Context: an optimization exercise on an open-source flow, tuned for small area, a short achievable clock period and few clock cycles per item. The choices shown serve that exercise and are no tape-out recipe.
At most, simulation tests tie the RTL to the original design; equivalence was not proved.
Power figures rest on the tool's default switching activity, not on a simulated workload.

==> inputs of v10 <==
==> flow/design.v (excerpt) <==
module flash_loader_top #(
    parameter int SEGMENT_WORDS   = 16,
    parameter int FLASH_ADDR_BITS = 12
) (
    input  logic                                    clk,
    input  logic                                    reset_n,
    input  logic                                    stb_i,
    input  logic                                    we_i,
    input  logic [flash_loader_pkg::BUS_WIDTH-1:0]  adr_wr_i,
    input  logic [flash_loader_pkg::BUS_WIDTH-1:0]  adr_rd_i,
    input  logic [flash_loader_pkg::BUS_WIDTH-1:0]  dat_i,
    output logic [flash_loader_pkg::BUS_WIDTH-1:0]  dat_o,
    output logic                                    ack_o,
    input  logic                                    fill_we_i,
    input  logic [$clog2(SEGMENT_WORDS):0]          fill_addr_i,
    input  logic [flash_loader_pkg::WORD_WIDTH-1:0] fill_data_i,
    output logic                                    ping_busy_o,
    output logic                                    pong_busy_o,
    output logic                                    done_o,
    output logic                                    flash_valid_o,
    output logic [FLASH_ADDR_BITS-1:0]              flash_addr_o,
    output logic [flash_loader_pkg::WORD_WIDTH-1:0] flash_data_o,
    input  logic                                    flash_ready_i
);
export LEC_CHECK = 0
export CAP_MARGIN = 20
export CORE_MARGIN = 2
export CORE_UTILIZATION = 40
export CTS_BUF_LIST = sky130_fd_sc_hd__clkbuf_8
export CTS_CLUSTER_DIAMETER = 70
export CTS_CLUSTER_SIZE = 14
export SETUP_SLACK_MARGIN = 2.8
export SLEW_MARGIN = 20
export SYNTH_HIERARCHICAL = 1
export SYNTH_MINIMUM_KEEP_SIZE = 0
create_clock -name core_clock -period 5.0 [get_ports {clk}]
run.sh (not shown) runs the stock make flow with config.mk's settings and CLKGATE_MAP_FILE= SYNTH_SCRIPT=/design/flow/synth_recipe.tcl, a recipe that flattens the netlist after the stock synthesis.
==> v4: changes against v10 <==
--- a/flow/design.v
+++ b/flow/design.v
@@ -41,14 +41,25 @@
 endmodule
 module loader_nor2 (
     input  logic [1:0] a_i,
     output logic       y_o
 );
     assign y_o = ~|a_i;
 endmodule
+module loader_dec5 (
+    input  logic        en_i,
+    input  logic [4:0]  a_i,
+    output logic [31:0] y_o
+);
+    always_comb begin
+        for (int i = 0; i < 32; i++) begin
+            y_o[i] = en_i & (a_i == 5'(i));
+        end
+    end
+endmodule
 `timescale 1ns/1ps
 import flash_loader_pkg::*;
 module flash_loader_top #(
     parameter int SEGMENT_WORDS   = 16,
     parameter int FLASH_ADDR_BITS = 12
 ) (
     input  logic                                    clk,
@@ -77,34 +88,34 @@
     localparam int WORDS    = 2 * SEGMENT_WORDS;
     logic                       wr;
     logic                       ctrl_wr;
     logic                       fill_start;
     logic [3:0]                 data_sel_q;
     logic [BUS_WIDTH-1:0]       wr_data_q;
     logic [BUS_WIDTH-1:0]       data_q [4];
-    logic                       save_begin;
-    logic                       save_end;
+    logic                       save_begin_q;
+    logic                       save_end_q;
     logic [2*BUS_WIDTH-1:0]     staged;
     logic [FLASH_ADDR_BITS-1:0] begin_addr_q;
     logic [FLASH_ADDR_BITS-1:0] end_addr_q;
     assign ack_o      = stb_i;
     assign wr         = stb_i & we_i;
-    logic wr_hi_zero;
-    logic wr_lo_ctrl;
-    loader_nor3 wr_hi_zero_inst (.a_i(adr_wr_i[7:5]), .y_o(wr_hi_zero));
-    loader_nor3 wr_lo_ctrl_inst (.a_i({adr_wr_i[4:3], ~adr_wr_i[2]}), .y_o(wr_lo_ctrl));
-    assign ctrl_wr    = wr & wr_hi_zero & wr_lo_ctrl & ~adr_wr_i[1] & ~adr_wr_i[0];
+    assign ctrl_wr    = wr & (adr_wr_i == BUS_WIDTH'(REG_CTRL));
     assign fill_start = ctrl_wr & dat_i[CTL_FILL_BIT];
     always_ff @(posedge clk or negedge reset_n) begin
         if (!reset_n) begin
-            data_sel_q <= '0;
+            data_sel_q   <= '0;
+            save_begin_q <= 1'b0;
+            save_end_q   <= 1'b0;
         end else begin
             for (int i = 0; i < 4; i++) begin
                 data_sel_q[i] <= wr & (adr_wr_i == BUS_WIDTH'(i));
             end
+            save_begin_q <= ctrl_wr & dat_i[CTL_SAVE_BEGIN_BIT];
+            save_end_q   <= ctrl_wr & dat_i[CTL_SAVE_END_BIT];
         end
     end
     always_ff @(posedge clk) begin
         wr_data_q <= dat_i;
     end
     always_ff @(posedge clk or negedge reset_n) begin
         if (!reset_n) begin
@@ -115,27 +126,24 @@
             for (int i = 0; i < 4; i++) begin
                 if (data_sel_q[i]) begin
                     data_q[i] <= wr_data_q;
                 end
             end
         end
     end
-    assign save_begin = ctrl_wr & dat_i[CTL_SAVE_BEGIN_BIT];
-    assign save_end   = ctrl_wr & dat_i[CTL_SAVE_END_BIT];
-    assign staged     = {data_sel_q[1] ? wr_data_q : data_q[1],
-                         data_sel_q[0] ? wr_data_q : data_q[0]};
+    assign staged = {data_q[1], data_q[0]};
     always_ff @(posedge clk or negedge reset_n) begin
         if (!reset_n) begin
             begin_addr_q <= '0;
             end_addr_q   <= '0;
         end else begin
-            if (save_begin) begin
+            if (save_begin_q) begin
                 begin_addr_q <= staged[FLASH_ADDR_BITS-1:0];
             end
-            if (save_end) begin
+            if (save_end_q) begin
                 end_addr_q <= staged[FLASH_ADDR_BITS-1:0];
             end
         end
     end
     logic       hi_zero_a;
     logic       hi_zero_b;
     logic [7:0] lo_mux;
@@ -153,79 +161,71 @@
     end
     assign dat_o = {BUS_WIDTH{hi_zero_a & hi_zero_b}} & lo_mux;
     logic [WORD_WIDTH-1:0] mem [WORDS];
     logic [WORD_WIDTH-1:0] rd_data;
     logic [WORDS-1:0]      rd_sel;
     logic [CNT_BITS-1:0]   wr_cnt_q;    
     logic [CNT_BITS-1:0]   rd_cnt_q;    
+    logic [WORDS-1:0]      wr_sel;
+    loader_dec5 wr_dec_inst (.en_i(fill_we_i), .a_i(fill_addr_i), .y_o(wr_sel));
+    loader_dec5 rd_dec_inst (.en_i(1'b1), .a_i(rd_cnt_q[PTR_BITS-1:0]), .y_o(rd_sel));
     always_ff @(posedge clk) begin
-        if (fill_we_i) begin
-            mem[fill_addr_i] <= fill_data_i;
+        for (int i = 0; i < WORDS; i++) begin
+            if (wr_sel[i]) begin
+                mem[i] <= fill_data_i;
+            end
         end
     end
     always_comb begin
-        for (int i = 0; i < WORDS; i++) begin
-            rd_sel[i] = (rd_cnt_q[PTR_BITS-1:0] == PTR_BITS'(i));
-        end
         rd_data = '0;
         for (int i = 0; i < WORDS; i++) begin
             rd_data = rd_data | ({WORD_WIDTH{rd_sel[i]}} & mem[i]);
         end
     end
-    logic                       running_q;
-    logic                       first_q;      
-    logic                       occ_q;        
-    logic [1:0]                 full_q;
-    logic                       half_q;       
-    logic                       half_last_q;  
-    logic [FLASH_ADDR_BITS-1:0] addr_q;
-    logic [WORD_WIDTH-1:0]      out_q;
-    logic                       xfer;
-    logic                       at_end;
-    logic                       more;
-    logic                       load;
-    logic                       finish;
-    assign flash_valid_o = occ_q & (running_q | fill_start);
-    assign flash_addr_o  = addr_q;
-    assign flash_data_o  = out_q;
+    logic       running_q;
+    logic       first_q;
+    logic [1:0] full_q;
+    logic       half_q;         
+    logic       half_last_q;    
+    logic       xfer;
+    logic       at_end;
+    logic       more;
+    logic       load;
+    logic       finish;
     assign xfer   = flash_valid_o & flash_ready_i;
-    assign at_end = (addr_q == end_addr_q);
+    assign at_end = (flash_addr_o == end_addr_q);
     assign more   = first_q | ~at_end;
-    assign load   = (~occ_q | xfer) & (wr_cnt_q != rd_cnt_q) & more;
-    assign finish = running_q & ~first_q & at_end & (~occ_q | xfer)
+    assign load   = (running_q | fill_start) & (~flash_valid_o | flash_ready_i)
+                  & (wr_cnt_q != rd_cnt_q) & more;
+    assign finish = running_q & ~first_q & at_end & (~flash_valid_o | flash_ready_i)
                   & (wr_cnt_q[IDX_BITS-1:0] == '0);
     always_ff @(posedge clk or negedge reset_n) begin
         if (!reset_n) begin
             running_q <= 1'b0;
             done_o    <= 1'b0;
             first_q   <= 1'b1;
-            occ_q     <= 1'b0;
             wr_cnt_q  <= '0;
             rd_cnt_q  <= '0;
             full_q    <= '0;
         end else begin
             if (finish) begin
                 running_q <= 1'b0;
                 done_o    <= 1'b1;
                 first_q   <= 1'b1;
-                occ_q     <= 1'b0;
                 wr_cnt_q  <= '0;
                 rd_cnt_q  <= '0;
                 full_q    <= '0;
             end else begin
                 if (fill_start) begin
                     running_q <= 1'b1;
                     done_o    <= 1'b0;
                 end
                 if (load) begin
                     first_q  <= 1'b0;
-                    occ_q    <= 1'b1;
                     rd_cnt_q <= rd_cnt_q + 1'b1;
-                end else if (xfer) begin
-                    occ_q    <= 1'b0;
                 end
                 if (fill_we_i) begin
                     wr_cnt_q <= wr_cnt_q + 1'b1;
                 end
                 for (int h = 0; h < 2; h++) begin
                     if (fill_we_i && fill_addr_i == {1'(h), IDX_BITS'(SEGMENT_WORDS - 1)}) begin
                         full_q[h] <= 1'b1;
@@ -236,30 +236,36 @@
             end
         end
     end
     assign ping_busy_o = full_q[0] & running_q;
     assign pong_busy_o = full_q[1] & running_q;
     always_ff @(posedge clk or negedge reset_n) begin
         if (!reset_n) begin
-            addr_q      <= '0;
-            half_q      <= 1'b0;
-            half_last_q <= 1'b0;
-        end else begin
-            if (save_begin) begin
-                addr_q <= staged[FLASH_ADDR_BITS-1:0];
+            flash_valid_o <= 1'b0;
+            flash_addr_o  <= '0;
+            half_q        <= 1'b0;
+            half_last_q   <= 1'b0;
+        end else begin
+            if (load) begin
+                flash_valid_o <= 1'b1;
+            end else if (xfer) begin
+                flash_valid_o <= 1'b0;
+            end
+            if (save_begin_q) begin
+                flash_addr_o <= staged[FLASH_ADDR_BITS-1:0];
             end else if (finish) begin
-                addr_q <= begin_addr_q;
+                flash_addr_o <= begin_addr_q;
             end else if (load && !first_q) begin
-                addr_q <= addr_q + 1'b1;
+                flash_addr_o <= flash_addr_o + 1'b1;
             end
             if (load) begin
                 half_q      <= rd_cnt_q[IDX_BITS];
                 half_last_q <= (rd_cnt_q[IDX_BITS-1:0] == IDX_BITS'(SEGMENT_WORDS - 1));
             end
         end
     end
     always_ff @(posedge clk) begin
         if (load) begin
-            out_q <= rd_data;
-        end
-    end
-endmodule
+            flash_data_o <= rd_data;
+        end
+    end
+endmodule
SETUP_SLACK_MARGIN = 2.0   (was 2.8)
==> comparison table <==
quantity	v10	v4
Outcome	finished clean	finished clean
Final design utilization	49.8%	46.3%
Worst setup startpoint	adr_wr_i[5]	adr_rd_i[1]
Number of register bits inferred by synthesis	1,156	1,158
Reg-to-reg setup timing slack	2.07 ns	1.96 ns
Switching share of total power	34.0%	23.8%
Clock distribution power	0.00498 W	0.00492 W
Layout cells sized above 1	30.1%	17.9%
Share of synthesized area spent on multiplexers	2.94%	1.64%
Average size of a mapped cell	17.4 um2	18.1 um2
Number of tap instances	1,403	1,391
Non-clk bufs	505	298
Peak supply drop	0.282 mV	0.222 mV
Maximum cell stage delay along the critical path	0.31 ns	0.52 ns
Worst flop-to-flop path startpoint	rd_cnt_q[2]	rd_cnt_q[4]
Power spent charging and discharging nets	0.00837 W	0.00410 W
Clock-cell share of area	2.92%	3.17%
Testbench counts of v10, summed over its fixed seeds: cycles 27,394, words 21,815.
No functional check of the RTL was part of v4.

## static timing again, ports no longer ideal
In the flow no input, the clock included, has a driving cell. The finished layouts below were timed again as built, in two steps.
Step 1, drivers: a clkbuf_16 drives clk and a buf_2 each remaining input, both assumed.
Step 2 also shifts input and output timing later by t, the mid clock arrival at the registers, as if the neighbouring blocks saw the same clock.
Slacks: ideal ports / drivers / drivers and shift; pairs: ideal ports / drivers.
run	t (ns)	slack for setup (ns)	worst hold slack (ns)	pins driven straight from the clock port
v10	0.842	1.933 / 1.881 / 1.664	0.250 / 0.213 / 0.490	1
v4	0.861	1.891 / 1.844 / 1.210	0.247 / 0.197 / 0.487	1
After both steps setup and hold are still met in every run listed. For v4, which loses most, drivers alone change the setup slack by -0.047 ns; drivers and shift together by -0.681 ns.
